This design comes from an exercise in tuning for small area, a short achievable clock period and few clock cycles per item on the open sky130 flow, not from production work. In this exercise RTL edits were held to simulation tests only and were not proved equivalent to the original.

$ cat flow/config.mk
export PLATFORM = sky130hd
export DESIGN_NAME = aes_block_encrypt_unit
export DESIGN_NICKNAME = aes_block_encrypt_unit
export VERILOG_FILES = /design/flow/design.v
export SDC_FILE = /design/flow/constraint.sdc
export NUM_CORES = 8
export LEC_CHECK = 0
export ABC_AREA = 1
export CAP_MARGIN = 20
export CORE_MARGIN = 2
export CORE_UTILIZATION = 50
export PLACE_DENSITY = 0.65
export SETUP_SLACK_MARGIN = 1.7
export SLEW_MARGIN = 20
$ cat flow/design.v
package aes_pkg;
	localparam int KeyWordsMax = 60;
	localparam int KeyWordsIdxW = 6;
	localparam logic [1:0] KEY_SIZE_128 = 2'd0;
	localparam logic [1:0] KEY_SIZE_192 = 2'd1;
	localparam logic [1:0] KEY_SIZE_256 = 2'd2;
	localparam logic [2:0] CFG_KEY_SIZE = 3'd0;
	localparam logic [2:0] CFG_KEY_PART0 = 3'd1;
	localparam logic [2:0] CFG_KEY_PART1 = 3'd2;
	localparam logic [2:0] CFG_KEY_PART2 = 3'd3;
	localparam logic [2:0] CFG_KEY_PART3 = 3'd4;
	function automatic logic [7:0] sbox(input logic [7:0] x);
		logic U0, U1, U2, U3, U4, U5, U6, U7;
		logic T1, T2, T3, T4, T5, T6, T7, T8, T9, T10, T11, T12, T13, T14, T15, T16;
		logic T17, T18, T19, T20, T21, T22, T23, T24, T25, T26, T27, M1, M2, M3, M4, M5;
		logic M6, M7, M8, M9, M10, M11, M12, M13, M14, M15, M16, M17, M18, M19, M20, M21;
		logic M22, M23, M24, M25, M26, M27, M28, M29, M30, M31, M32, M33, M34, M35, M36, M37;
		logic M38, M39, M40, M41, M42, M43, M44, M45, M46, M47, M48, M49, M50, M51, M52, M53;
		logic M54, M55, M56, M57, M58, M59, M60, M61, M62, M63, L0, L1, L2, L3, L4, L5;
		logic L6, L7, L8, L9, L10, L11, L12, L13, L14, L15, L16, L17, L18, L19, L20, L21;
		logic L22, L23, L24, L25, L26, L27, L28, L29, S0, S1, S2, S3, S4, S5, S6, S7;
		{U0, U1, U2, U3, U4, U5, U6, U7} = x;
		T1 = U0 ^ U3;
		T2 = U0 ^ U5;
		T3 = U0 ^ U6;
		T4 = U3 ^ U5;
		T5 = U4 ^ U6;
		T6 = T1 ^ T5;
		T7 = U1 ^ U2;
		T8 = U7 ^ T6;
		T9 = U7 ^ T7;
		T10 = T6 ^ T7;
		T11 = U1 ^ U5;
		T12 = U2 ^ U5;
		T13 = T3 ^ T4;
		T14 = T6 ^ T11;
		T15 = T5 ^ T11;
		T16 = T5 ^ T12;
		T17 = T9 ^ T16;
		T18 = U3 ^ U7;
		T19 = T7 ^ T18;
		T20 = T1 ^ T19;
		T21 = U6 ^ U7;
		T22 = T7 ^ T21;
		T23 = T2 ^ T22;
		T24 = T2 ^ T10;
		T25 = T20 ^ T17;
		T26 = T3 ^ T16;
		T27 = T1 ^ T12;
		M1 = T13 & T6;
		M2 = T23 & T8;
		M3 = T14 ^ M1;
		M4 = T19 & U7;
		M5 = M4 ^ M1;
		M6 = T3 & T16;
		M7 = T22 & T9;
		M8 = T26 ^ M6;
		M9 = T20 & T17;
		M10 = M9 ^ M6;
		M11 = T1 & T15;
		M12 = T4 & T27;
		M13 = M12 ^ M11;
		M14 = T2 & T10;
		M15 = M14 ^ M11;
		M16 = M3 ^ M2;
		M17 = M5 ^ T24;
		M18 = M8 ^ M7;
		M19 = M10 ^ M15;
		M20 = M16 ^ M13;
		M21 = M17 ^ M15;
		M22 = M18 ^ M13;
		M23 = M19 ^ T25;
		M24 = M22 ^ M23;
		M25 = M22 & M20;
		M26 = M21 ^ M25;
		M27 = M20 ^ M21;
		M28 = M23 ^ M25;
		M29 = M28 & M27;
		M30 = M26 & M24;
		M31 = M20 & M23;
		M32 = M27 & M31;
		M33 = M27 ^ M25;
		M34 = M21 & M22;
		M35 = M24 & M34;
		M36 = M24 ^ M25;
		M37 = M21 ^ M29;
		M38 = M32 ^ M33;
		M39 = M23 ^ M30;
		M40 = M35 ^ M36;
		M41 = M38 ^ M40;
		M42 = M37 ^ M39;
		M43 = M37 ^ M38;
		M44 = M39 ^ M40;
		M45 = M42 ^ M41;
		M46 = M44 & T6;
		M47 = M40 & T8;
		M48 = M39 & U7;
		M49 = M43 & T16;
		M50 = M38 & T9;
		M51 = M37 & T17;
		M52 = M42 & T15;
		M53 = M45 & T27;
		M54 = M41 & T10;
		M55 = M44 & T13;
		M56 = M40 & T23;
		M57 = M39 & T19;
		M58 = M43 & T3;
		M59 = M38 & T22;
		M60 = M37 & T20;
		M61 = M42 & T1;
		M62 = M45 & T4;
		M63 = M41 & T2;
		L0 = M61 ^ M62;
		L1 = M50 ^ M56;
		L2 = M46 ^ M48;
		L3 = M47 ^ M55;
		L4 = M54 ^ M58;
		L5 = M49 ^ M61;
		L6 = M62 ^ L5;
		L7 = M46 ^ L3;
		L8 = M51 ^ M59;
		L9 = M52 ^ M53;
		L10 = M53 ^ L4;
		L11 = M60 ^ L2;
		L12 = M48 ^ M51;
		L13 = M50 ^ L0;
		L14 = M52 ^ M61;
		L15 = M55 ^ L1;
		L16 = M56 ^ L0;
		L17 = M57 ^ L1;
		L18 = M58 ^ L8;
		L19 = M63 ^ L4;
		L20 = L0 ^ L1;
		L21 = L1 ^ L7;
		L22 = L3 ^ L12;
		L23 = L18 ^ L2;
		L24 = L15 ^ L9;
		L25 = L6 ^ L10;
		L26 = L7 ^ L9;
		L27 = L8 ^ L10;
		L28 = L11 ^ L14;
		L29 = L11 ^ L17;
		S0 = L6 ^ L24;
		S1 = ~(L16 ^ L26);
		S2 = ~(L19 ^ L28);
		S3 = L6 ^ L21;
		S4 = L20 ^ L22;
		S5 = L25 ^ L29;
		S6 = ~(L13 ^ L27);
		S7 = ~(L6 ^ L23);
		sbox = {S0, S1, S2, S3, S4, S5, S6, S7};
	endfunction
	function automatic logic [31:0] sub_word(input logic [31:0] w);
		sub_word = {sbox(w[31:24]), sbox(w[23:16]), sbox(w[15:8]), sbox(w[7:0])};
	endfunction
	function automatic logic [7:0] xtime(input logic [7:0] x);
		xtime = {x[6:0], 1'b0} ^ (x[7] ? 8'h1b : 8'h00);
	endfunction
	function automatic logic [3:0] key_nk(input logic [1:0] ks);
		logic [3:0] r;
		case (ks)
			2'd0: r = 4'd4;
			2'd1: r = 4'd6;
			default: r = 4'd8;
		endcase
		key_nk = r;
	endfunction
	function automatic logic [3:0] key_nr(input logic [1:0] ks);
		logic [3:0] r;
		case (ks)
			2'd0: r = 4'd10;
			2'd1: r = 4'd12;
			default: r = 4'd14;
		endcase
		key_nr = r;
	endfunction
endpackage
import aes_pkg::*;
module aes_round (
	input  logic [127:0] state_in,
	input  logic [127:0] round_key,
	input  logic [127:0] load_data,
	input  logic         load,
	input  logic         last,
	output logic [127:0] state_out
);
	logic [7:0] s [0:15];
	logic [7:0] ta [0:15];  
	logic [7:0] tg [0:15];  
	logic [7:0] all;
	logic keep, mix;
	always_comb begin
		keep = !load;
		mix = !load && !last;
		for (int i = 0; i < 16; i++) s[i] = state_in[127 - 8*i -: 8];
		for (int c = 0; c < 4; c++)
			for (int r = 0; r < 4; r++) begin
				ta[c*4 + r] = aes_pkg::sbox(s[((c + r) % 4)*4 + r]);
				tg[c*4 + r] = ta[c*4 + r] & {8{mix}};
				ta[c*4 + r] = ta[c*4 + r] & {8{keep}};
			end
		for (int c = 0; c < 4; c++) begin
			all = tg[c*4] ^ tg[c*4+1] ^ tg[c*4+2] ^ tg[c*4+3];
			for (int r = 0; r < 4; r++)
				state_out[127 - 8*(c*4+r) -: 8] = ta[c*4+r] ^ all
					^ aes_pkg::xtime(tg[c*4+r] ^ tg[c*4+(r+1)%4])
					^ round_key[127 - 8*(c*4+r) -: 8]
					^ (load_data[127 - 8*(c*4+r) -: 8] & {8{load}});
		end
	end
endmodule
import aes_pkg::*;
module aes_key_expand (
	input  logic [255:0] win,
	input  logic [31:0]  sin,
	input  logic         m128,
	input  logic         m192,
	input  logic         ph1,       
	input  logic         ph2,       
	input  logic         odd,       
	input  logic [7:0]   rcon,
	input  logic         step,      
	input  logic [255:0] kload,
	input  logic [31:0]  sload,
	output logic [255:0] wout,
	output logic [31:0]  sout
);
	logic [31:0] w [0:7];
	logic [31:0] q [0:7];
	logic [7:0] g;
	logic [31:0] sb, sbr, rc, e, p0, p1, p2, p3, b2, b3, qs;
	logic m256, gs, rot_next;
	always_comb begin
		for (int i = 0; i < 8; i++) w[i] = win[255 - 32*i -: 32];
		m256 = !m128 && !m192;
		sb = aes_pkg::sub_word(sin);
		rc = (m256 && odd) ? 32'h0 : {rcon, 24'h0};
		e = (m192 && (ph1 || ph2)) ? w[5] : rc;
		p0 = w[0] ^ e;
		p1 = p0 ^ w[1];
		p2 = p1 ^ w[2];
		p3 = p2 ^ w[3];
		b2 = w[2] ^ rc;
		b3 = b2 ^ w[3];
		if (m128) begin
			q[0] = p0; q[1] = p1; q[2] = p2; q[3] = p3;
			q[4] = p0; q[5] = p1;
			g = 8'hff;
		end else if (m192) begin
			q[0] = w[4]; q[1] = w[5]; q[2] = p0; q[3] = p1;
			q[4] = ph1 ? b2 : p2; q[5] = ph1 ? b3 : p3;
			g = ph1 ? 8'b00001111 : (ph2 ? 8'b00000011 : 8'b00111111);
		end else begin
			q[0] = w[4]; q[1] = w[5]; q[2] = w[6]; q[3] = w[7];
			q[4] = p0; q[5] = p1;
			g = 8'b00001111;
		end
		q[6] = p2; q[7] = p3;
		if (!step) begin
			for (int i = 0; i < 8; i++) q[i] = kload[255 - 32*i -: 32];
			g = 8'h00;
		end
		for (int i = 0; i < 8; i++) wout[255 - 32*i -: 32] = q[i] ^ (sb & {32{g[7-i]}});
		qs = p3 ^ ((m192 && !ph1 && !ph2) ? (w[4] ^ w[5]) : 32'h0);
		gs = !(m192 && (ph1 || ph2));
		rot_next = !(m256 && !odd);
		if (rot_next) begin
			qs = {qs[23:0], qs[31:24]};
			sbr = {sb[23:0], sb[31:24]};
		end else begin
			sbr = sb;
		end
		if (!step) begin
			qs = sload; gs = 1'b0;
		end
		sout = qs ^ (sbr & {32{gs}});
	end
endmodule
import aes_pkg::*;
module aes_block_encrypt_unit (
	input  logic        clk,
	input  logic        arst_n,
	input  logic        start,
	output logic        busy,
	input  logic [63:0] plaintext_high,
	input  logic [63:0] plaintext_low,
	output logic        done,
	output logic [63:0] ciphertext_high,
	output logic [63:0] ciphertext_low,
	input  logic        cfg_we,
	input  logic [2:0]  cfg_index,
	input  logic [63:0] cfg_data
);
	logic [1:0] key_size_q, key_size_d;
	logic [63:0] key_part_q [0:3];
	logic [63:0] key_part_d [0:3];
	logic busy_q, done_q;
	logic [3:0] rnd_q, g_nr;
	logic [7:0] rcon_q;
	logic ph1_q, ph2_q, odd_q;
	logic [255:0] win_q, win_step;
	logic [31:0] sin_q, sin_step, sin_load;
	logic [127:0] st_q, rnd_out;
	logic accept, last, stepping, m128, m192, rot_used;
	assign g_nr = aes_pkg::key_nr(key_size_q);
	assign m128 = (key_size_q == 2'd0);
	assign m192 = (key_size_q == 2'd1);
	assign accept = start && !busy_q;
	assign last = busy_q && (rnd_q == g_nr);
	assign stepping = accept || (busy_q && !last);
	assign rot_used = m128 || (m192 ? !ph2_q : !odd_q);
	assign busy = busy_q;
	assign done = done_q;
	aes_key_expand u_kx (
		.win(win_q), .sin(sin_q), .m128(m128), .m192(m192), .ph1(ph1_q), .ph2(ph2_q),
		.odd(odd_q), .rcon(rcon_q), .step(stepping),
		.kload({key_part_d[0], key_part_d[1], key_part_d[2], key_part_d[3]}), .sload(sin_load),
		.wout(win_step), .sout(sin_step)
	);
	aes_round u_round (
		.state_in(st_q), .round_key(win_q[255:128]), .load_data({plaintext_high, plaintext_low}),
		.load(accept), .last(last), .state_out(rnd_out)
	);
	always_comb begin
		for (int i = 0; i < 4; i++)
			key_part_d[i] = (cfg_we && cfg_index == 3'(i + 1)) ? cfg_data : key_part_q[i];
		key_size_d = (cfg_we && cfg_index == CFG_KEY_SIZE) ? cfg_data[1:0] : key_size_q;
		case (key_size_d)
			2'd0: sin_load = key_part_d[1][31:0];
			2'd1: sin_load = key_part_d[2][31:0];
			default: sin_load = key_part_d[3][31:0];
		endcase
		sin_load = {sin_load[23:0], sin_load[31:24]};
	end
	always_ff @(posedge clk or negedge arst_n) begin
		if (!arst_n) begin
			key_size_q <= KEY_SIZE_128;
			for (int i = 0; i < 4; i++) key_part_q[i] <= '0;
			busy_q <= 1'b0;
			done_q <= 1'b0;
			rnd_q <= '0;
			rcon_q <= 8'h01;
			ph1_q <= 1'b0;
			ph2_q <= 1'b0;
			odd_q <= 1'b0;
			win_q <= '0;
			sin_q <= '0;
		end else begin
			key_size_q <= key_size_d;
			for (int i = 0; i < 4; i++) key_part_q[i] <= key_part_d[i];
			done_q <= last;
			if (accept) begin
				busy_q <= 1'b1;
				rnd_q <= 4'd1;
			end else if (last) begin
				busy_q <= 1'b0;
				rnd_q <= 4'd0;
			end else if (busy_q) begin
				rnd_q <= rnd_q + 4'd1;
			end
			win_q <= win_step;
			sin_q <= sin_step;
			if (stepping) begin
				if (rot_used) rcon_q <= aes_pkg::xtime(rcon_q);
				ph1_q <= !ph1_q && !ph2_q;
				ph2_q <= ph1_q;
				odd_q <= !odd_q;
			end else begin
				rcon_q <= 8'h01;
				ph1_q <= 1'b0;
				ph2_q <= 1'b0;
				odd_q <= 1'b0;
			end
		end
	end
	always_ff @(posedge clk) st_q <= rnd_out;
	assign ciphertext_high = st_q[127:64];
	assign ciphertext_low = st_q[63:0];
endmodule
$ cat flow/run.sh
#!/bin/bash
# synth_recipe.tcl (not shown) runs the flow's synth.tcl, then flattens the netlist and writes it again
# the make line also repeats each setting of config.mk as NAME=value (left out here)
make -C /OpenROAD-flow-scripts/flow DESIGN_CONFIG=/design/flow/config.mk WORK_HOME=/design/flow/orfs CLKGATE_MAP_FILE= SYNTH_SCRIPT=/design/flow/synth_recipe.tcl finish
$ cat flow/constraint.sdc
create_clock -name core_clock -period 7.0 [get_ports {clk}]
set_input_delay 1.4000 -clock core_clock [delete_from_list [all_inputs] [get_ports {clk}]]
set_output_delay 1.4000 -clock core_clock [all_outputs]
set_load 0.01 [all_outputs]
==> results of run 1 <==
[registers in the layout, summed over array words and instances, names as in the netlist]
| signal | count |
|---|---|
| rnd_q | 4 |
| done_q | 1 |
| st_q | 128 |
| odd_q | 1 |
| ph1_q | 1 |
| key_size_q | 2 |
| key_part_q | 256 |
| sin_q | 32 |
| ph2_q | 1 |
| win_q | 256 |
| busy_q | 1 |
| rcon_q | 8 |
[path summary, 6_finish.rpt]
check | cells after the start | slack [ns] | from | end
min in group asynchronous | 1 | 0.66 | arst_n | key_part_q[0][7]
max in group asynchronous | 2 | 4.68 | arst_n | key_part_q[2][56]
hold reg to reg | 2 | 0.49 | key_part_q[0][29] | key_part_q[0][29]
hold / removal | 2 | 0.49 | key_part_q[0][29] | key_part_q[0][29]
setup reg to reg | 33 | 1.87 | st_q[53] | st_q[74]
setup / recovery | 33 | 1.87 | st_q[53] | st_q[74]
[final cells by class]
type | instances | share of cell area (%)
antenna | 32 | 0.08949
clock buffer | 108 | 2.620
clock inverter | 52 | 0.7243
inverter | 1543 | 6.513
multi-input combinational | 11194 | 63.54
sequential | 691 | 18.91
tap | 2058 | 2.878
timing repair buffer | 435 | 4.726
[worst register-to-register path, delay by kind of cell (launching register included)]
family / cells / cell delay, ns
buf+inv: 7 / 0.87
compound gates: 1 / 0.30
fa+ha+maj: 1 / 0.31
simple gates: 20 / 2.26
flops: 1 / 0.44
xor+xnor: 4 / 0.87
[Yosys cell counts (9+ instances only)]
| library cell | n |
|---|---|
| ha_1 | 41 |
| nand3b_1 | 86 |
| o21ai_1 | 46 |
| a21oi_1 | 119 |
| nand2_2 | 205 |
| o21ai_0 | 653 |
| inv_1 | 1464 |
| nor2_4 | 11 |
| buf_1 | 40 |
| nand3_1 | 1505 |
| mux2_2 | 13 |
| o22ai_1 | 93 |
| nor2_1 | 600 |
| xnor2_2 | 31 |
| or2_1 | 17 |
| nand4_1 | 138 |
| nor2_2 | 41 |
| o211ai_1 | 47 |
| a22oi_1 | 33 |
| nand2_1 | 6198 |
| nand3_2 | 39 |
| buf_6 | 9 |
| xor2_2 | 31 |
| o31ai_1 | 12 |
| buf_2 | 39 |
| inv_2 | 71 |
| a31oi_1 | 9 |
| or2_2 | 77 |
| buf_4 | 39 |
| dfrtp_1 | 562 |
| a221oi_1 | 14 |
| dfxtp_1 | 128 |
| xor2_1 | 650 |
| o221ai_1 | 19 |
| clkbuf_1 | 221 |
| xnor2_1 | 392 |
[metal layers]
layer	vias to the layer above	global-route usage (%)	wire [um]
li1	43505	-	-
met3	1003	9.360	34660
met1	42467	50.55	134200
met4	20	31.90	31010
met2	4641	63.81	149200
met5	-	0	137
[repair_timing]
item                                    4_1_cts  5_1_grt
hold buffers                                  0        0
buffers inserted                              2       40
hold endpoints to repair                      0        0
endpoints found under the setup margin       90      226
gates resized for setup                     101      517
pin swaps                                     3       46
[stage by stage]
step / util [%] / std cells / cell area [um^2] / hold WS [ns]
4_1_cts: 55.64 / 16041 / 86920 / 0.4844
6_report: 57.28 / 16113 / 89480 / 0.4944
5_1_grt: 57.25 / 16093 / 89430 / 0.5095
3_3_place_gp: 53.48 / 15879 / 83540 / 0.4602
3_5_place_dp: 53.49 / 15879 / 83550 / 0.4704
2_1_floorplan: - / 13781 / 78560 / 0.4266
[cell families (layout without fill, tap and decap cells)]
logic type,count (synthesis),after routing,share of synthesized area (%)
other,0,32,0
flip-flops,691,691,21.20
buffers and inverters,1896,2138,9.427
XOR/XNOR,1113,1113,13.22
AO/OA/AOI/OAI,1076,1076,7.597
multiplexers,20,20,0.2755
adder cells (fa/ha/maj),41,41,0.6530
AND/OR/NAND/NOR,8944,8944,47.64
==> metrics.csv, run 1 <==
stage;metric;value;unit
routing;drt-total-wl;349200;um
place;pre_cts_slack;0.9092;ns
timing;fin_crit_sh;73.22;%
layout;nets;14191;
timing;rsz0062_at_grt;true;
setup_path;worst-path-buf-inv;7;
timing;hold_viol_final;0;
routing;drc;0;
routing;drt_first_iter_violations;9818;
yosys;yosys-top-cells-area;nand2_1 (30%), dfrtp_1 (18%), nand3_1 (9.6%);
setup_path;crit_arrival;5.80;ns
routing;wl_per_cell;21.67;um
hold_path;min_path_type;register to register;
routing;vias;91636;
yosys;synth_cell_types;64;
layout;final_common_cell;nand2_1;
layout;area_growth_syn_to_layout;13.90;%
routing;vias_per_cell;5.687;
place;io_buffer_count;328;
global_routing;grt_overflow;0;
setup_path;critPathTopFamily;simple AND/OR/NAND/NOR gates;
yosys;ys.flop_type;dfrtp_1;
yosys;post-synth-top-area-cell;nand2_1;
layout;fillers;15636;
setup_path;crit_type;register to register;
timing;worst_pin_slew;1.199;ns
yosys;async_reset_ff_share;81.48;%
timing;drv_slew;0;
timing;worst_slack;1.875;ns
clock_tree;clk_path_buf_depth;3;
floorplanning;die_y;400.4;um
floorplanning;rows;145;
yosys;synth_cells;13781;
setup_path;start_kind;register;
place;gp_congestion;1.066;
setup_path;cpMaxStageDelayCell;dfxtp_4;
timing;setup-tns-final;0;ns
global_routing;grt_usage;41.52;%
setup_path;cpPeakStageDelay;0.44;ns
yosys;avgSynthCellArea;5.701;um^2
floorplanning;die_area;160300;um^2
floorplanning;start_util;50.29;%
flow_run;cap_violations;0;
setup_path;cp_max_fo;6;
timing;setup_viol;0;
yosys;ys_ff_latch;691;
clock_tree;cts_num_sinks;691;
clock_tree;worstSkewPairLatency;0.76;ns
clock_tree;cts_tree;done;
timing;finClkSkew;0.05295;ns
clock_tree;clk_pin_slew;0.07;ns
yosys;yosysWarnings;10;
clock_tree;htree_num_levels;3;
outcome;outcome;timing/DRC/antenna clean;
setup_path;endpoint_kind;register;
floorplanning;fp.coreArea;156200;um^2
floorplanning;die_w;400.4;um
global_routing;grt_max_degree;173;
layout;regArea;16920;um^2
clock_tree;clockRootBuffer;clkbuf_16;
routing;detail-route-antenna-nets;0;
setup_path;worstPathRequired;7.68;ns
routing;first_pass_iters;7;
yosys;netlist_area;78560;um^2
yosys;synth_seq_area_share;21.20;%
global_routing;antenna_found_initial;39;
layout;layout_common_cells;nand2_1 (6058), nand3_1 (1453), inv_1 (1445);
layout;drive_above_1_share;9.320;%
setup_path;cp_common_cell;nand2_1;
timing;fmax;0.1951;GHz
floorplanning;io_pins;329;
global_routing;grt_pass1_vias;82128;
yosys;synthesis.nets;14021;
layout;multi_input_area;56850;um^2
yosys;yosys.area.top_type_share;29.61;%
timing;slew_headroom;19.48;%
clock_tree;cts_buffers;86;
place;place_hpwl;277900;um
yosys;synth_edf_count;0;
global_routing;grt_pass1_wl;505700;um
timing;layout_min_cycle_time;5.125;ns
Testbench counts, summed over its fixed seeds: cycles 30,296, blocks 2,304.
==> run 2, diff against run 1 <==
--- a/flow/config.mk
+++ b/flow/config.mk
@@ -11,4 +11,4 @@
 export CORE_UTILIZATION = 50
 export PLACE_DENSITY = 0.65
-export SETUP_SLACK_MARGIN = 1.7
+export SETUP_SLACK_MARGIN = 2.3
 export SLEW_MARGIN = 20
==> metrics.csv, run 2 <==
stage;metric;value;unit
timing;fin_crit_sh;67.23;%
layout;nets;14573;
setup_path;cp_common_cell;nand2_4;
yosys;synth_cells;13781;
yosys;ys.flop_type;dfrtp_1;
place;placed_area;83550;um^2
global_routing;antenna_found_initial;32;
timing;finClkSkew;0.05415;ns
layout;reg_top3;key_part_q: 256 flops, win_q: 256 flops, st_q: 128 flops;
routing;wl_per_cell;22.04;um
yosys;yosysMostFrequentCell;nand2_1;
clock_tree;htree_num_levels;3;
routing;drt_first_iter_violations;9783;
yosys;synth_cell_types;64;
yosys;post-synth-top-area-cell;nand2_1;
clock_tree;clk_pin_slew;0.06;ns
yosys;yosys-top-cells-area;nand2_1 (30%), dfrtp_1 (18%), nand3_1 (9.6%);
setup_path;worstPathRequired;7.48;ns
routing;detail-route-antenna-nets;0;
setup_path;cp_max_fo;6;
timing;setup-tns-final;0;ns
global_routing;grt_pass1_wl;513800;um
timing;worst_pin_slew;1.225;ns
setup_path;cpMaxStageDelayCell;dfxtp_4;
layout;fin_cells;16495;
yosys;yosysWarnings;10;
clock_tree;clk_path_buf_depth;3;
setup_path;crit_type;register to register;
timing;hold_viol_final;0;
layout;final_common_cell;nand2_1;
setup_path;start_kind;register;
outcome;outcome;timing/DRC/antenna clean;
timing;slew_headroom;18.09;%
floorplanning;die_w;400.4;um
setup_path;cpPeakStageDelay;0.38;ns
timing;fmax;0.2125;GHz
global_routing;grt_max_degree;173;
routing;first_pass_iters;9;
yosys;synth_seq_area_share;21.20;%
global_routing;grt_usage;42.14;%
routing;drt-total-wl;363600;um
layout;fin_area;100400;um^2
floorplanning;die_area;160300;um^2
yosys;synth_edf_count;0;
timing;layout_min_cycle_time;4.706;ns
floorplanning;rows;145;
flow_run;cap_violations;0;
timing;setup_viol;0;
setup_path;endpoint_kind;register;
place;place_hpwl;277900;um
setup_path;crit_arrival;5.19;ns
clock_tree;hold_buffers;0;
global_routing;grt_pass1_vias;83815;
timing;rsz0062_at_grt;true;
global_routing;grt_overflow;0;
yosys;synthesis.nets;14021;
place;gp_congestion;1.066;
timing;drv_slew;0;
floorplanning;die_y;400.4;um
clock_tree;cts_tree;done;
yosys;avgSynthCellArea;5.701;um^2
floorplanning;fp.coreArea;156200;um^2
hold_path;min_path_type;register to register;
routing;vias_per_cell;5.751;
floorplanning;start_util;50.29;%
yosys;ys_top_cells_by_count;nand2_1 (6198), nand3_1 (1505), inv_1 (1464);
routing;drc;0;
layout;drive_above_1_share;20.67;%
place;dp.cells;15879;
clock_tree;worstSkewPairLatency;0.76;ns
clock_tree;cts_num_sinks;691;
layout;area_growth_syn_to_layout;27.77;%
routing;vias;94856;
yosys;async_reset_ff_share;81.48;%
layout;layout_common_cells;nand2_1 (5399), inv_1 (1348), nand3_1 (1226);
floorplanning;io_pins;329;
yosys;netlist_area;78560;um^2
clock_tree;cts_buffers;86;
clock_tree;clockRootBuffer;clkbuf_16;
yosys;ys_ff_latch;691;
place;io_buffer_count;328;
yosys;yosys.area.top_type_share;29.61;%
run 2: cell counts after synthesis:
No cell type changed its count.
run 2: cell families (layout without fill, tap and decap cells):
group,after synthesis,count (layout),synth area share [%]
AND/OR/NAND/NOR,8944,8945,47.64
buffers and inverters,1896,2519,9.427
XOR/XNOR,1113,1113,13.22
AO/OA/AOI/OAI,1076,1076,7.597
flip-flops,691,691,21.20
adder cells (fa/ha/maj),41,41,0.6530
multiplexers,20,20,0.2755
other,0,32,0
run 2: per-stage QoR:
stage	util, %	hold slack, ns	setup WS (ns)
5_1_grt	64.23	0.5095	2.060
2_1_floorplan	-	0.4266	2.834
6_report	64.26	0.4896	2.294
4_1_cts	58.02	0.4844	2.224
3_3_place_gp	53.48	0.4602	0.7500
3_5_place_dp	53.49	0.4704	0.9092
run 2: final timing paths:
check / start / endpoint / slack [ns] / depth (start not counted)
min: key_part_q[0][2] / key_part_q[0][2] / 0.49 / 2
min in group asynchronous: arst_n / key_part_q[0][7] / 0.66 / 1
max: st_q[29] / st_q[7] / 2.29 / 35
max in group asynchronous: arst_n / key_part_q[3][26] / 4.70 / 2
max reg2reg: st_q[29] / st_q[7] / 2.29 / 35
min reg2reg: key_part_q[0][2] / key_part_q[0][2] / 0.49 / 2
run 2: area by class of cell:
| class | instances | area (um^2) |
|---|---|---|
| sequential | 691 | 17110 |
| clock inverter | 52 | 648.1 |
| fill | 14435 | 55830 |
| inverter | 1543 | 5921 |
| multi-input combinational | 11195 | 64460 |
| timing repair inverter | 1 | 7.507 |
| antenna | 32 | 80.08 |
| clock buffer | 108 | 2345 |
| tap | 2058 | 2575 |
| timing repair buffer | 815 | 7234 |
run 2: routing by layer:
layer	part of all wire [%]	track usage, %	up-vias
met2	43	65.00	4966
met4	9.5	32.50	14
met5	0.022	0	-
met3	9.8	9.256	1268
li1	-	-	44276
met1	37	51.21	44332
run 2: repair_timing:
| action | 4_1_cts | 5_1_grt |
|---|---|---|
| buffers inserted | 97 | 325 |
| pin swaps | 111 | 530 |
| gates cloned | 1 | 1 |
| setup endpoints to repair | 305 | 414 |
| gates resized for setup | 815 | 1720 |
run 2: worst max-delay path, delay by kind of cell, from the launching register on:
kind | cells | cell delay [ns]
simple gates | 25 | 2.46
xor+xnor | 3 | 0.61
fa+ha+maj | 1 | 0.23
flops | 1 | 0.38
buf+inv | 6 | 0.74
==> run 3, diff against run 2 <==
--- a/flow/config.mk
+++ b/flow/config.mk
@@ -9,6 +9,6 @@
 export CAP_MARGIN = 20
 export CORE_MARGIN = 2
-export CORE_UTILIZATION = 50
-export PLACE_DENSITY = 0.65
-export SETUP_SLACK_MARGIN = 2.3
+export CORE_UTILIZATION = 45
+export PLACE_DENSITY = 0.6
+export SETUP_SLACK_MARGIN = 2.0
 export SLEW_MARGIN = 20
==> metrics.csv, run 3 <==
stage;metric;value;unit
outcome;outcome;timing/DRC/antenna clean;
timing;hold_ws;0.4749;ns
setup_path;crit_arrival;5.54;ns
timing;finClkSkew;0.03043;ns
timing;fin_crit_sh;70.81;%
timing;worst_pin_slew;1.248;ns
layout;final_common_cell;nand2_1;
layout;nets;14346;
timing;rsz0062_at_grt;true;
floorplanning;rows;153;
routing;first_pass_iters;6;
yosys;synth_edf_count;0;
timing;worst_slack;2.044;ns
layout;reg_top3;key_part_q: 256 flops, win_q: 256 flops, st_q: 128 flops;
place;io_buffer_count;328;
floorplanning;die_y;421.8;um
yosys;netlist_area;78560;um^2
timing;hold_viol_final;0;
floorplanning;start_util;45.25;%
layout;area_growth_syn_to_layout;19.35;%
clock_tree;cts_buffers;89;
clock_tree;cts_tree;done;
place;pre_cts_slack;0.3033;ns
floorplanning;die_area;177900;um^2
global_routing;grtUsageMet1;46.87;%
hold_path;holdCritStartpoint;key_part_q[2][51];
floorplanning;fp.coreArea;173600;um^2
timing;setup_viol;0;
layout;fin_area;93760;um^2
setup_path;worstPathRequired;7.58;ns
clock_tree;worstSkewPairLatency;0.74;ns
setup_path;cp_max_fo;23;
yosys;yosysMostFrequentCell;nand2_1;
global_routing;antenna_found_initial;33;
layout;utilization;54.00;%
timing;drv_slew;0;
timing;layout_min_cycle_time;4.956;ns
hold_path;hold-path-cell-count;2;
yosys;ys.flop_type;dfrtp_1;
yosys;ys_top_cells_by_count;nand2_1 (6198), nand3_1 (1505), inv_1 (1464);
setup_path;endpoint_kind;register;
floorplanning;io_pins;329;
timing;fmax;0.2018;GHz
place;gp_congestion;1.072;
yosys;synth_cell_types;64;
global_routing;grt_pass1_vias;82319;
place;placed_area;84020;um^2
yosys;ys_ff_latch;691;
yosys;synthesis.nets;14021;
yosys;yosys.area.top_type_share;29.61;%
place;place_hpwl;291000;um
clock_tree;htree_num_levels;3;
layout;layout_common_cells;nand2_1 (5881), inv_1 (1425), nand3_1 (1375);
global_routing;busiest_layer;met2;
global_routing;grt.met3_usage;7.449;%
setup_path;start_kind;register;
layout;drive_above_1_share;13.21;%
timing;setup-tns-final;0;ns
setup_path;cp-startpoint;key_size_q[0];
timing;slew_headroom;16.21;%
global_routing;grt_use_met2;62.93;%
routing;vias_per_cell;5.489;
yosys;synth_seq_area_share;21.20;%
yosys;avgSynthCellArea;5.701;um^2
yosys;post-synth-top-area-cell;nand2_1;
global_routing;grt_pass1_wl;524800;um
clock_tree;clk_path_buf_depth;3;
floorplanning;die_w;421.8;um
routing;drc;0;
routing;drt_first_iter_violations;9059;
flow_run;cap_violations;0;
yosys;yosys-top-cells-area;nand2_1 (30%), dfrtp_1 (18%), nand3_1 (9.6%);
routing;vias;90786;
setup_path;rr_worst_depth;20;
hold_path;min_path_type;register to register;
global_routing;grt_overflow;0;
clock_tree;cts_num_sinks;691;
setup_path;crit_type;register to register;
routing;drt-total-wl;363700;um
clock_tree;clockRootBuffer;clkbuf_16;
yosys;synth_cells;13781;
clock_tree;clk_pin_slew;0.07;ns
global_routing;grt_max_degree;159;
yosys;yosysWarnings;10;
routing;detail-route-antenna-nets;0;
setup_path;r2r-start;key_size_q[0];
global_routing;grt_usage;39.09;%
yosys;async_reset_ff_share;81.48;%
routing;wl_per_cell;21.99;um
==> run 3: repair_timing <==
item / CTS / global route
setup buffers: 35 / 139
gates cloned: 0 / 1
pin swaps: 25 / 156
gates resized for setup: 383 / 827
setup endpoints to repair: 141 / 341
endpoints found under the hold margin: 0 / 0
hold buffers: 0 / 0
==> run 3: cell type report <==
| type | instances | area, um^2 |
|---|---|---|
| clock buffers | 123 | 2546 |
| clock inverters | 45 | 733.2 |
| repair buffers | 586 | 5411 |
| multi-input cells | 11195 | 59170 |
| fillers | 17785 | 79870 |
| diodes | 32 | 80.08 |
| well taps | 2325 | 2909 |
| flip-flops and latches | 691 | 17050 |
| inverters | 1543 | 5863 |
==> run 3: worst max-delay path, stage by stage (launching register included) <==
cell,delay [ns]
dfrtp_1,0.52
inv_1,0.15
nor2_4,0.34
inv_2,0.20
nor2_4,0.22
buf_4,0.15
buf_12,0.22
nand2_1,0.10
xor2_1,0.19
or2_2,0.29
nand2_1,0.10
inv_1,0.09
nand2_1,0.06
nand2_1,0.11
xor2_1,0.23
xnor2_1,1.00
nand2_1,0.10
o211ai_1,0.12
o21ai_0,0.24
nand3_1,0.17
nand2_1,0.16
==> run 3: logic make-up (layout without fill, tap and decap cells) <==
| kind of cell | count (synthesis) | in the layout | share of synthesized area, % |
|---|---|---|---|
| other | 0 | 32 | 0 |
| AO/OA/AOI/OAI | 1076 | 1076 | 7.597 |
| XOR/XNOR | 1113 | 1113 | 13.22 |
| multiplexers | 20 | 20 | 0.2755 |
| AND/OR/NAND/NOR | 8944 | 8945 | 47.64 |
| adder cells (fa/ha/maj) | 41 | 41 | 0.6530 |
| flip-flops | 691 | 691 | 21.20 |
| buffers and inverters | 1896 | 2297 | 9.427 |
==> run 3: path summary, 6_finish.rpt <==
kind                                           to  slack [ns]
worst max-delay path                     sin_q[4]        2.04
worst min-delay path            key_part_q[2][51]        0.47
worst max register to register           sin_q[4]        2.04
worst min register to register  key_part_q[2][51]        0.47
max in group asynchronous                   odd_q        4.64
min in group asynchronous        key_part_q[2][7]        0.70
==> run 3: through the flow <==
step | std cells
after floorplan | 13781
after global placement | 16165
after detailed placement | 16165
after CTS | 16368
after global routing | 16534
final | 16540
==> run 3: per-layer routing <==
layer / wire length, um / part of all wire, % / vias to the layer above
met5: 152 / 0.042 / -
met4: 30980 / 8.5 / 20
met3: 28530 / 7.8 / 885
met2: 162500 / 45 / 3547
met1: 141500 / 39 / 42479
li1: - / - / 43855
==> run 4, diff against run 3 <==
==> flow/flow/run.sh (new file) <==
#!/bin/bash
# Layout flow: the standard flow (standard synthesis, floorplan, placement, CTS, routing)
# with one change: the buffers that placement puts on every input and output port are
# sky130_fd_sc_hd__buf_1 instead of the buffer_ports default pick (clkdlybuf4s50_1).
# The make output goes to standard_flow.log; each ORFS step keeps its own log under orfs/logs.
set -euo pipefail
bash standard.sh "BUFFER_PORTS_ARGS=-buffer_cell sky130_fd_sc_hd__buf_1" finish > standard_flow.log 2>&1
==> flow/standard.sh (new file) <==
#!/bin/bash
# synth_recipe.tcl (not shown) runs the flow's synth.tcl, then flattens the netlist and writes it again
# the make line also repeats each setting of config.mk as NAME=value (left out here)
make -C /OpenROAD-flow-scripts/flow DESIGN_CONFIG=/design/flow/config.mk WORK_HOME=/design/flow/orfs CLKGATE_MAP_FILE= SYNTH_SCRIPT=/design/flow/synth_recipe.tcl "${@:-finish}"
--- a/flow/config.mk
+++ b/flow/config.mk
@@ -9,6 +9,6 @@
 export CAP_MARGIN = 20
 export CORE_MARGIN = 2
-export CORE_UTILIZATION = 45
-export PLACE_DENSITY = 0.6
+export CORE_UTILIZATION = 50
+export PLACE_DENSITY = 0.65
 export SETUP_SLACK_MARGIN = 2.0
 export SLEW_MARGIN = 20
removed: flow/run.sh
==> metrics.csv, run 4 <==
stage;metric;value;unit
yosys;synthesis.nets;14021;
floorplanning;start_util;50.29;%
global_routing;grt_pass1_wl;502500;um
clock_tree;cts_tree;done;
setup_path;crit_type;register to register;
timing;setup-tns-final;0;ns
clock_tree;clockRootBuffer;clkbuf_16;
setup_path;start_kind;register;
setup_path;cp_max_fo;6;
setup_path;cp_common_cell;nand2_1;
setup_path;cpMaxStageDelayCell;clkinvlp_4;
floorplanning;rows;145;
outcome;outcome;timing/DRC/antenna clean;
global_routing;grt_max_degree;141;
routing;drt_first_iter_violations;9584;
yosys;ys_top_cells_by_count;nand2_1 (6198), nand3_1 (1505), inv_1 (1464);
timing;finClkSkew;0.04145;ns
clock_tree;htree_num_levels;3;
clock_tree;clk_path_buf_depth;3;
yosys;synth_cells;13781;
setup_path;rr_worst_depth;30;
floorplanning;die_w;400.4;um
layout;nets;14288;
clock_tree;worstSkewPairLatency;0.75;ns
layout;layout_common_cells;nand2_1 (5885), inv_1 (1413), nand3_1 (1383);
global_routing;grt_usage;41.28;%
routing;first_pass_iters;6;
timing;worst_slack;2.040;ns
layout;reg_top3;key_part_q: 256 flops, win_q: 256 flops, st_q: 128 flops;
timing;hold_viol_final;0;
clock_tree;cts_buffers;88;
layout;fin_area;90500;um^2
routing;detail-route-antenna-nets;0;
routing;vias_per_cell;5.651;
setup_path;worst-path-buf-inv;5;
timing;slew_headroom;15.40;%
timing;drv_slew;0;
global_routing;grt_overflow;0;
timing;fin_crit_sh;70.86;%
timing;layout_min_cycle_time;4.960;ns
timing;setup_viol;0;
clock_tree;clk_pin_slew;0.07;ns
setup_path;critPathTopFamily;simple AND/OR/NAND/NOR gates;
place;pre_cts_slack;0.7132;ns
floorplanning;die_y;400.4;um
place;placed_area;81510;um^2
yosys;synth_cell_types;64;
floorplanning;io_pins;329;
yosys;synth_edf_count;0;
yosys;netlist_area;78560;um^2
layout;drive_above_1_share;12.64;%
routing;wl_per_cell;21.57;um
hold_path;min_path_type;register to register;
global_routing;grt_pass1_vias;81497;
hold_path;hold-path-cell-count;2;
timing;rsz0062_at_grt;true;
setup_path;cpPeakStageDelay;0.38;ns
yosys;synth_seq_area_share;21.20;%
setup_path;cp_num_cells;30;
place;place_hpwl;276500;um
flow_run;cap_violations;0;
routing;drc;0;
place;io_buffer_count;328;
yosys;yosysMostFrequentCell;nand2_1;
yosys;yosys-top-cells-area;nand2_1 (30%), dfrtp_1 (18%), nand3_1 (9.6%);
place;gp_congestion;1.065;
clock_tree;hold_buffers;0;
yosys;ys_ff_latch;691;
yosys;async_reset_ff_share;81.48;%
setup_path;endpoint_kind;register;
yosys;yosys.area.top_type_share;29.61;%
routing;vias;91647;
layout;area_growth_syn_to_layout;15.19;%
setup_path;worstPathRequired;7.46;ns
timing;fmax;0.2016;GHz
timing;worst_pin_slew;1.260;ns
global_routing;antenna_found_initial;31;
floorplanning;fp.coreArea;156200;um^2
yosys;yosysWarnings;10;
setup_path;crit_arrival;5.42;ns
clock_tree;cts_num_sinks;691;
yosys;ys.flop_type;dfrtp_1;
layout;final_common_cell;nand2_1;
yosys;post-synth-top-area-cell;nand2_1;
yosys;avgSynthCellArea;5.701;um^2
floorplanning;die_area;160300;um^2
routing;drt-total-wl;349700;um
## run 4: cell counts after synthesis
Identical to the previous run, type by type.
## run 4: cell families (layout without fill, tap and decap cells)
group / count (synthesis) / count (layout) / share of synthesized area, %
fa+ha+maj: 41 / 41 / 0.6530
compound gates: 1076 / 1076 / 7.597
buf+inv: 1896 / 2233 / 9.427
other cells: 0 / 42 / 0
mux: 20 / 20 / 0.2755
simple gates: 8944 / 8944 / 47.64
flops: 691 / 691 / 21.20
xor+xnor: 1113 / 1113 / 13.22
## run 4: worst paths after layout
kind	start	slack, ns	endpoint
max in group asynchronous	arst_n	4.95	key_size_q[1]
worst max-delay path	st_q[29]	2.04	st_q[6]
worst min-delay path	key_part_q[2][51]	0.48	key_part_q[2][51]
min in group asynchronous	arst_n	0.70	win_q[104]
worst min register to register	key_part_q[2][51]	0.48	key_part_q[2][51]
worst max register to register	st_q[29]	2.04	st_q[6]
## run 4: area by class of cell
cell class | instances | area, um^2
clock inverters | 33 | 440.4
inverters | 1543 | 5837
diodes | 42 | 105.1
multi-input cells | 11194 | 59130
clock buffers | 127 | 2521
well taps | 2058 | 2575
repair buffers | 530 | 2869
flip-flops and latches | 691 | 17020
fillers | 15798 | 65710
## run 4: metal layers
layer	track usage (%)	vias up	share of wire (%)
li1	-	43728	-
met3	8.518	983	9.9
met5	0	-	0.033
met1	51.15	42540	39
met4	30.00	18	8.7
met2	63.74	4378	43
## run 4: tightest hold or removal path, stage by stage (launching register included)
cell and delay (ns):
dfrtp_1 0.32, a21oi_1 0.05, inv_1 0.07
## run 4: through the flow
step / utilization [%] / cells / hold slack [ns]
6_report: 57.93 / 16218 / 0.4815
5_1_grt: 57.90 / 16196 / 0.5011
4_1_cts: 54.98 / 16064 / 0.4835
3_5_place_dp: 52.18 / 15886 / 0.4688
3_3_place_gp: 52.18 / 15886 / 0.4597
2_1_floorplan: - / 13781 / 0.4266
## run 4: timing repair
action / 4_1_cts / 5_1_grt
setup buffers: 18 / 112
pin swaps: 24 / 117
gates cloned: 0 / 0
resized for setup: 337 / 842
setup endpoints to repair: 131 / 316
==> run 5, diff against run 4 <==
==> flow/flow/run.sh (replaced) <==
#!/bin/bash
# Layout flow: the standard flow with two changes:
# - synthesis maps with ABC's area script using "dch -f" (full choice computation) instead of
#   "dch"; the rest of synthesis, and so every register, is unchanged;
# - the buffers placement puts on every input and output port are sky130_fd_sc_hd__buf_1.
# The make output goes to standard_flow.log; each ORFS step keeps its own log under orfs/logs.
set -euo pipefail
mkdir -p scripts_mod
cp -r "$FLOW_HOME"/scripts/. scripts_mod/
sed -i 's/^dch$/dch -f/' scripts_mod/abc_area.script
bash standard.sh "SCRIPTS_DIR=$PWD/scripts_mod" "BUFFER_PORTS_ARGS=-buffer_cell sky130_fd_sc_hd__buf_1" finish > standard_flow.log 2>&1
--- a/flow/config.mk
+++ b/flow/config.mk
@@ -10,4 +10,5 @@
 export CORE_MARGIN = 2
 export CORE_UTILIZATION = 50
+export GPL_ROUTABILITY_DRIVEN = 0
 export PLACE_DENSITY = 0.65
 export SETUP_SLACK_MARGIN = 2.0
==> metrics.csv, run 5 <==
stage;metric;value;unit
yosys;synth_cells;13221;
setup_path;critPathTopFamily;simple AND/OR/NAND/NOR gates;
global_routing;antenna_found_initial;21;
global_routing;grt_usage;39.48;%
timing;finClkSkew;0.05794;ns
layout;reg_top3;key_part_q: 256 flops, win_q: 256 flops, st_q: 128 flops;
routing;first_pass_iters;6;
floorplanning;die_y;396.1;um
setup_path;crit_type;register to register;
layout;fin_area;87810;um^2
yosys;synth_cell_types;56;
clock_tree;clk_pin_slew;0.07;ns
yosys;netlist_area;76880;um^2
timing;slew_headroom;20.36;%
yosys;ys.flop_type;dfrtp_1;
floorplanning;fp.coreArea;152300;um^2
routing;drt-total-wl;324500;um
layout;fillers;15060;
floorplanning;io_pins;329;
global_routing;busiest_layer;met2;
global_routing;grtUsageMet1;49.79;%
place;dp.cells;15296;
layout;final_common_cell;nand2_1;
clock_tree;clk_path_buf_depth;3;
global_routing;grt.met3_usage;8.853;%
setup_path;cpMaxStageDelayCell;dfxtp_4;
timing;rsz0062_at_grt;true;
clock_tree;cts_tree;done;
setup_path;cp_max_fo;6;
layout;regArea;16950;um^2
setup_path;worstPathRequired;7.47;ns
routing;drt_first_iter_violations;9279;
floorplanning;die_area;156900;um^2
place;place_hpwl;253300;um
global_routing;grt_use_met2;59.20;%
timing;hold_ws;0.4963;ns
global_routing;grt_max_degree;188;
layout;drive_above_1_share;12.11;%
timing;worst_pin_slew;1.195;ns
layout;nets;13730;
routing;wl_per_cell;20.79;um
timing;layout_min_cycle_time;5.003;ns
yosys;async_reset_ff_share;81.48;%
yosys;yosys.area.top_type_share;28.35;%
hold_path;min_path_type;register to register;
clock_tree;htree_num_levels;3;
place;io_buffer_count;328;
routing;vias_per_cell;5.669;
layout;layout_common_cells;nand2_1 (5527), nand3_1 (1485), inv_1 (1245);
timing;fmax;0.1999;GHz
timing;setup-tns-final;0;ns
global_routing;grt_pass1_wl;474800;um
clock_tree;worstSkewPairLatency;0.74;ns
routing;vias;88503;
layout;multi_input_area;57130;um^2
routing;detail-route-antenna-nets;0;
yosys;ys_ff_latch;691;
yosys;yosys-top-cells-area;nand2_1 (28%), dfrtp_1 (18%), nand3_1 (10%);
yosys;yosysMostFrequentCell;nand2_1;
global_routing;grt_overflow;0;
setup_path;endpoint_kind;register;
yosys;synthesis.nets;13461;
timing;hold_viol_final;0;
yosys;yosysWarnings;10;
yosys;avgSynthCellArea;5.815;um^2
setup_path;start_kind;register;
yosys;ys_top_cells_by_count;nand2_1 (5807), nand3_1 (1569), inv_1 (1290);
clock_tree;cts_buffers;85;
clock_tree;clockRootBuffer;clkbuf_16;
setup_path;cpPeakStageDelay;0.42;ns
floorplanning;rows;143;
flow_run;cap_violations;0;
setup_path;cp_common_cell;nand2_1;
floorplanning;die_w;396.1;um
routing;drc;0;
timing;fin_crit_sh;71.47;%
yosys;synth_edf_count;0;
timing;setup_viol;0;
setup_path;worst-path-buf-inv;5;
global_routing;grt_pass1_vias;79183;
yosys;post-synth-top-area-cell;nand2_1;
setup_path;crit_arrival;5.47;ns
clock_tree;cts_num_sinks;691;
outcome;outcome;timing/DRC/antenna clean;
yosys;synth_seq_area_share;21.66;%
floorplanning;start_util;50.49;%
timing;drv_slew;0;
layout;area_growth_syn_to_layout;14.22;%
layout;fin_cells;15613;
place;placed_area;79930;um^2
==> run 5: kinds of logic (layout without fill, tap and decap cells) <==
logic type	after synthesis	after routing	synth area share (%)
adder cells (fa/ha/maj)	41	41	0.6673
AND/OR/NAND/NOR	8485	8486	46.61
XOR/XNOR	1214	1214	14.76
AO/OA/AOI/OAI	1057	1057	7.620
buffers and inverters	1731	2066	8.660
flip-flops	691	691	21.66
multiplexers	2	2	0.02604
other	0	26	0
==> run 5: final cells by class <==
| type | count | share of cell area, % |
|---|---|---|
| antenna | 26 | 0.07410 |
| clock buffer | 117 | 2.743 |
| clock inverter | 37 | 0.6982 |
| inverter | 1385 | 5.956 |
| multi-input combinational | 10800 | 65.06 |
| sequential | 691 | 19.31 |
| tap | 2030 | 2.893 |
| timing repair buffer | 527 | 3.273 |
==> run 5: tightest hold or removal path: cells and delay by family, from the launching register on <==
kind | cells | cell delay (ns)
flip-flops | 1 | 0.32
AO/OA/AOI/OAI | 1 | 0.08
AND/OR/NAND/NOR | 1 | 0.05
==> run 5: timing repair <==
action                     4_1_cts  5_1_grt
setup endpoints to repair      115      320
gates resized for setup        241      697
pin swaps                       25      115
setup buffers                   30      106
hold buffers                     0        0
gates cloned                     0        1
==> run 5: final timing paths <==
check / startpoint / to / slack [ns] / cells past startpoint
max reg2reg: st_q[107] / st_q[36] / 2.00 / 32
max: st_q[107] / st_q[36] / 2.00 / 32
min reg2reg: key_part_q[2][42] / key_part_q[2][42] / 0.50 / 2
min: key_part_q[2][42] / key_part_q[2][42] / 0.50 / 2
min in group asynchronous: arst_n / key_part_q[0][15] / 0.74 / 1
max in group asynchronous: arst_n / key_part_q[3][62] / 4.83 / 2
==> run 5: metrics by stage <==
| step | utilization [%] | setup slack, ns |
|---|---|---|
| final | 57.67 | 1.997 |
| after global routing | 57.64 | 1.752 |
| after CTS | 55.29 | 1.992 |
| after detailed placement | 52.49 | 1.119 |
| after global placement | 52.49 | 1.200 |
| after floorplan | - | 2.790 |
==> run 5: per-layer routing <==
layer | vias to the layer above | share of wire (%)
met2 | 4471 | 42
met5 | - | 0.022
li1 | 42179 | -
met3 | 1049 | 11
met1 | 40792 | 38
met4 | 12 | 8.8
==> run 6, diff against run 5 <==
--- a/flow/config.mk
+++ b/flow/config.mk
@@ -10,5 +10,4 @@
 export CORE_MARGIN = 2
 export CORE_UTILIZATION = 50
-export GPL_ROUTABILITY_DRIVEN = 0
 export PLACE_DENSITY = 0.65
 export SETUP_SLACK_MARGIN = 2.0
==> metrics.csv, run 6 <==
stage;metric;value;unit
routing;drt-total-wl;335400;um
clock_tree;clk_path_buf_depth;3;
clock_tree;worstSkewPairLatency;0.77;ns
global_routing;grt_usage;40.79;%
timing;hold_viol_final;0;
setup_path;start_kind;register;
yosys;avgSynthCellArea;5.815;um^2
global_routing;antenna_found_initial;24;
setup_path;crit_type;register to register;
layout;drive_above_1_share;13.19;%
global_routing;grt_max_degree;165;
routing;drt_first_iter_violations;9162;
hold_path;holdCritStartpoint;key_part_q[2][38];
place;place_hpwl;265000;um
layout;layout_common_cells;nand2_1 (5477), nand3_1 (1466), inv_1 (1238);
floorplanning;die_area;156900;um^2
setup_path;cp_max_fo;11;
clock_tree;cts_buffers;86;
routing;drc;0;
timing;worst_slack;2.085;ns
hold_path;min_path_type;register to register;
timing;fin_crit_sh;70.22;%
floorplanning;start_util;50.49;%
timing;fmax;0.2034;GHz
layout;fin_area;88670;um^2
floorplanning;fp.coreArea;152300;um^2
floorplanning;rows;143;
layout;fin_cells;15651;
setup_path;worstPathRequired;7.67;ns
clock_tree;cts_tree;done;
layout;nets;13777;
yosys;ys_top_cells_by_count;nand2_1 (5807), nand3_1 (1569), inv_1 (1290);
floorplanning;die_w;396.1;um
yosys;async_reset_ff_share;81.48;%
routing;routed.top_layer;met5;
timing;worst_pin_slew;1.103;ns
yosys;ys.flop_type;dfrtp_1;
routing;vias_per_cell;5.631;
layout;fillers;15274;
clock_tree;hold_buffers;0;
routing;wl_per_cell;21.43;um
yosys;netlist_area;76880;um^2
layout;reg_top3;key_part_q: 256 flops, win_q: 256 flops, st_q: 128 flops;
routing;wl_met1;133100;um
place;gp_congestion;1.060;
timing;setup-tns-final;0;ns
global_routing;grt_pass1_wl;485800;um
global_routing;grt_pass1_vias;78662;
clock_tree;clockRootBuffer;clkbuf_16;
yosys;yosys.area.top_type_share;28.35;%
floorplanning;die_y;396.1;um
global_routing;grt_overflow;0;
layout;final_common_cell;nand2_1;
timing;hold_ws;0.4949;ns
yosys;synth_edf_count;0;
timing;layout_min_cycle_time;4.915;ns
yosys;ys_ff_latch;691;
place;placed_area;80000;um^2
routing;detail-route-antenna-nets;0;
yosys;post-synth-top-area-cell;nand2_1;
clock_tree;htree_num_levels;3;
timing;setup_viol;0;
place;pre_cts_slack;0.6666;ns
yosys;synth_cells;13221;
clock_tree;cts_num_sinks;691;
setup_path;endpoint_kind;register;
floorplanning;io_pins;329;
flow_run;cap_violations;0;
layout;area_growth_syn_to_layout;15.33;%
yosys;yosys-top-cells-area;nand2_1 (28%), dfrtp_1 (18%), nand3_1 (10%);
yosys;synthesis.nets;13461;
place;io_buffer_count;328;
routing;first_pass_iters;7;
place;dp.cells;15309;
yosys;yosysMostFrequentCell;nand2_1;
yosys;yosysWarnings;10;
setup_path;cp-startpoint;key_size_q[0];
routing;vias;88127;
clock_tree;clk_pin_slew;0.06;ns
routing;wl_met2;143100;um
setup_path;r2r-start;key_size_q[0];
outcome;outcome;timing/DRC/antenna clean;
timing;finClkSkew;0.09705;ns
timing;drv_slew;0;
timing;rsz0062_at_grt;true;
timing;slew_headroom;26.23;%
setup_path;crit_arrival;5.58;ns
yosys;synth_seq_area_share;21.66;%
routing;route.met3.wl;33230;um
yosys;synth_cell_types;56;
## run 6: cell counts after synthesis
Identical to the previous run, type by type.
## run 6: repair_timing
item | in CTS | in global routing
setup buffers | 54 | 116
pin swaps | 34 | 161
resized for setup | 270 | 807
setup endpoints to repair | 132 | 331
## run 6: layer usage
layer	global-route usage, %	vias up
met5	0	-
met2	62.30	4042
li1	-	42229
met4	25.64	26
met1	52.59	40976
met3	8.294	854
## run 6: final timing paths
| kind | endpoint | slack, ns | cells after the start |
|---|---|---|---|
| max reg2reg | sin_q[7] | 2.08 | 19 |
| max in group asynchronous | win_q[9] | 4.71 | 3 |
| max | sin_q[7] | 2.08 | 19 |
| min | key_part_q[2][38] | 0.49 | 2 |
| min reg2reg | key_part_q[2][38] | 0.49 | 2 |
| min in group asynchronous | key_part_q[0][44] | 0.70 | 1 |
## run 6: critical path, cell delays in order, from the launching register on
cell	delay, ns
dfrtp_1	0.41
inv_1	0.14
nor2_4	0.29
clkinv_2	0.26
nor2_2	0.18
inv_2	0.14
buf_4	0.27
nor2_1	0.15
xor2_1	0.32
xor2_1	0.34
inv_1	0.09
or2_2	0.29
nand2_1	0.14
xor2_1	0.30
xor2_1	0.73
nand2_1	0.09
o21ai_0	0.11
a32oi_1	0.14
nand3b_1	0.22
nand2_1	0.14
## run 6: per-stage QoR
step / util (%)
finish: 58.23
CTS: 55.50
floorplan: -
global placement: 52.54
global route: 58.22
detailed placement: 52.54
## run 6: kinds of logic after synthesis
group | Yosys count | share of synthesized area (%)
flip-flops | 691 | 21.66
buffers and inverters | 1731 | 8.660
AND/OR/NAND/NOR | 8485 | 46.61
adder cells (fa/ha/maj) | 41 | 0.6673
XOR/XNOR | 1214 | 14.76
multiplexers | 2 | 0.02604
AO/OA/AOI/OAI | 1057 | 7.620
## run 6: cell type report
type | instances | area (um^2) | area share [%]
clock buffer | 123 | 2441 | 2.753
timing repair buffer | 574 | 3207 | 3.617
sequential | 691 | 16960 | 19.13
antenna | 15 | 37.54 | 0.04233
multi-input combinational | 10799 | 57690 | 65.06
clock inverter | 34 | 548.0 | 0.6181
inverter | 1385 | 5244 | 5.914
tap | 2030 | 2540 | 2.865
==> run 7, diff against run 6 <==
--- a/flow/config.mk
+++ b/flow/config.mk
@@ -7,8 +7,8 @@
 export LEC_CHECK = 0
 export ABC_AREA = 1
-export CAP_MARGIN = 20
+export CAP_MARGIN = 0
 export CORE_MARGIN = 2
 export CORE_UTILIZATION = 50
 export PLACE_DENSITY = 0.65
 export SETUP_SLACK_MARGIN = 2.0
-export SLEW_MARGIN = 20
+export SLEW_MARGIN = 0
==> metrics.csv, run 7 <==
stage;metric;value;unit
floorplanning;die_y;396.1;um
setup_path;crit_type;register to register;
place;pre_cts_slack;0.6511;ns
place;io_buffer_count;328;
timing;slew_headroom;25.47;%
clock_tree;cts_buffers;86;
yosys;ys_ff_latch;691;
yosys;synthAdderAreaFrac;0.6673;%
routing;drt-total-wl;335700;um
yosys;synth_seq_area_share;21.66;%
routing;drt_first_iter_violations;8973;
setup_path;crit_arrival;5.38;ns
timing;fin_crit_sh;70.75;%
timing;setup-tns-final;0;ns
setup_path;endpoint_kind;register;
yosys;yosysWarnings;10;
routing;vias_per_cell;5.638;
yosys;synth_top_family_by_area;simple AND/OR/NAND/NOR gates;
clock_tree;clockRootBuffer;clkbuf_16;
timing;hold_viol_final;0;
floorplanning;die_area;156900;um^2
yosys;ys.flop_type;dfrtp_1;
timing;drv_slew;0;
yosys;synth-simple-area-share;46.61;%
yosys;async_reset_ff_share;81.48;%
yosys;synthXorXnorAreaFrac;14.76;%
yosys;yosys-top-cells-area;nand2_1 (28%), dfrtp_1 (18%), nand3_1 (10%);
yosys;synthesis.nets;13461;
timing;worst_slack;2.047;ns
yosys;synth_compound_area_share;7.620;%
yosys;muxShareOfSynthArea;0.02604;%
floorplanning;io_pins;329;
yosys;netlist_area;76880;um^2
yosys;synth_edf_count;0;
clock_tree;clk_path_buf_depth;3;
setup_path;worstPathRequired;7.42;ns
routing;wl_per_cell;21.45;um
timing;finClkSkew;0.1045;ns
layout;fin_area;88680;um^2
layout;final_common_cell;nand2_1;
layout;layout_common_cells;nand2_1 (5480), nand3_1 (1465), inv_1 (1242);
place;placed_area;80000;um^2
yosys;synth_cell_types;56;
layout;drive_above_1_share;13.17;%
floorplanning;start_util;50.49;%
global_routing;grt_max_degree;165;
timing;worst_pin_slew;1.114;ns
flow_run;cap_violations;0;
global_routing;grt_pass1_vias;78659;
clock_tree;cts_num_sinks;691;
yosys;post-synth-top-area-cell;nand2_1;
layout;nets;13774;
routing;vias;88249;
global_routing;grt_overflow;0;
floorplanning;die_w;396.1;um
clock_tree;clk_pin_slew;0.06;ns
clock_tree;htree_num_levels;3;
global_routing;antenna_found_initial;26;
layout;reg_top3;key_part_q: 256 flops, win_q: 256 flops, st_q: 128 flops;
setup_path;start_kind;register;
timing;setup_viol;0;
hold_path;min_path_type;register to register;
routing;detail-route-antenna-nets;0;
global_routing;grt_usage;40.81;%
floorplanning;fp.coreArea;152300;um^2
routing;drc;0;
global_routing;grt_pass1_wl;486300;um
yosys;avgSynthCellArea;5.815;um^2
routing;first_pass_iters;10;
layout;fillers;15303;
yosys;synth_cells;13221;
timing;rsz0062_at_grt;true;
clock_tree;hold_buffers;0;
timing;fmax;0.2019;GHz
outcome;outcome;timing/DRC/antenna clean;
yosys;ys_top_cells_by_count;nand2_1 (5807), nand3_1 (1569), inv_1 (1290);
layout;area_growth_syn_to_layout;15.34;%
setup_path;cp_max_fo;28;
clock_tree;cts_tree;done;
place;gp_congestion;1.060;
timing;layout_min_cycle_time;4.953;ns
clock_tree;worstSkewPairLatency;0.78;ns
floorplanning;rows;143;
yosys;yosysMostFrequentCell;nand2_1;
place;place_hpwl;264900;um
yosys;yosys.area.top_type_share;28.35;%
==> run 7: area by class of cell <==
class | count | area, um^2 | area share (%)
multi-input combinational | 10800 | 57690 | 65.06
clock inverter | 29 | 501.7 | 0.5658
inverter | 1385 | 5239 | 5.908
clock buffer | 129 | 2524 | 2.846
timing repair buffer | 570 | 3177 | 3.583
sequential | 691 | 16960 | 19.13
antenna | 18 | 45.04 | 0.05080
tap | 2030 | 2540 | 2.864
==> run 7: logic make-up (layout without fill, tap and decap cells) <==
logic type                 Yosys count  count (layout)
adders and majority gates           41              41
DFF                                691             691
buffers and inverters             1731            2113
other                                0              18
xor gates and xnor gates          1214            1214
AOI/OAI and AO/OA                 1057            1057
muxes                                2               2
and+or+nand+nor                   8485            8486
==> run 7: repair_timing <==
action                                  4_1_cts  5_1_grt
pin swaps                                    33      134
endpoints found under the setup margin      128      357
setup buffers                                47      119
gates cloned                                  0        1
hold endpoints to repair                      0        0
resized for setup                           293      783
==> run 7: worst paths after layout <==
check,startpoint,cells after the start,slack (ns),endpoint
min in group asynchronous,arst_n,1,0.69,key_part_q[0][44]
max,key_size_q[0],18,2.05,st_q[35]
min,key_part_q[2][48],2,0.49,key_part_q[2][48]
max reg2reg,key_size_q[0],18,2.05,st_q[35]
max in group asynchronous,arst_n,3,4.74,win_q[9]
min reg2reg,key_part_q[2][48],2,0.49,key_part_q[2][48]
==> run 7: critical path, stage by stage (launching register included) <==
cell and delay [ns]:
dfrtp_1 0.41, inv_1 0.14, nor2_4 0.28, clkinv_2 0.26, nor2_1 0.17, nor4_2 0.06, buf_4 0.16, nor2_4 0.69
inv_2 0.66, buf_4 0.46, nor2_4 0.18, nand2_2 0.09, nand2_4 0.11, nand2_1 0.08, nand2_2 0.13, xnor2_1 0.16
nand2_1 0.09, nand2_2 0.09, clkinvlp_4 0.32
==> run 7: metrics by stage <==
step                      std cells  util [%]  hold WS, ns
after floorplan               13221         -       0.4266
after global placement        15309     52.54       0.4759
after detailed placement      15309     52.54       0.4774
after CTS                     15514     55.54       0.4920
after global routing          15638     58.22       0.5115
final                         15652     58.24       0.4943
==> run 7: per-layer routing <==
layer	global-route usage, %	vias to the layer above	routed length [um]
li1	-	42208	-
met2	62.27	4104	143000
met3	7.862	852	33540
met4	25.55	24	25560
met1	53.00	41061	133500
met5	0	-	150

[port drivers added, routing unchanged]
Ports are ideal in the flow. The routed layouts listed here were re-timed in OpenROAD.
Step 1 (the two cells are an assumption about what drives the block):
set clk [get_ports {clk}]
set_driving_cell -lib_cell sky130_fd_sc_hd__clkbuf_16 $clk
set_driving_cell -lib_cell sky130_fd_sc_hd__buf_2 [delete_from_list [all_inputs] $clk]
Step 2 also shifts input and output timing later by t, the mid clock arrival at the registers, as if the neighbouring blocks saw the same clock.
Three values: ideal, step 1, step 2; two values: the first two.
run | shift t [ns] | setup slack, ns | worst setup path at the end | worst data-port slew with drivers (ns)
run 1 | 0.818 | 1.875 / 1.875 / 1.151 | input to register | 0.24
run 2 | 0.827 | 2.294 / 2.294 / 1.550 | input to register | 0.24
run 3 | 0.808 | 2.044 / 2.044 / 1.480 | input to register | 0.15
run 4 | 0.814 | 2.040 / 2.040 / 1.425 | input to register | 0.22
run 5 | 0.801 | 1.997 / 1.997 / 1.600 | input to register | 0.16
run 6 | 0.806 | 2.085 / 2.085 / 1.575 | input to register | 0.17
run 7 | 0.814 | 2.047 / 2.047 / 1.478 | input to register | 0.17
After both steps setup and hold are still met in every run listed. For run 2, which loses most, drivers alone change the setup slack by 0.000 ns; drivers and shift together by -0.744 ns.
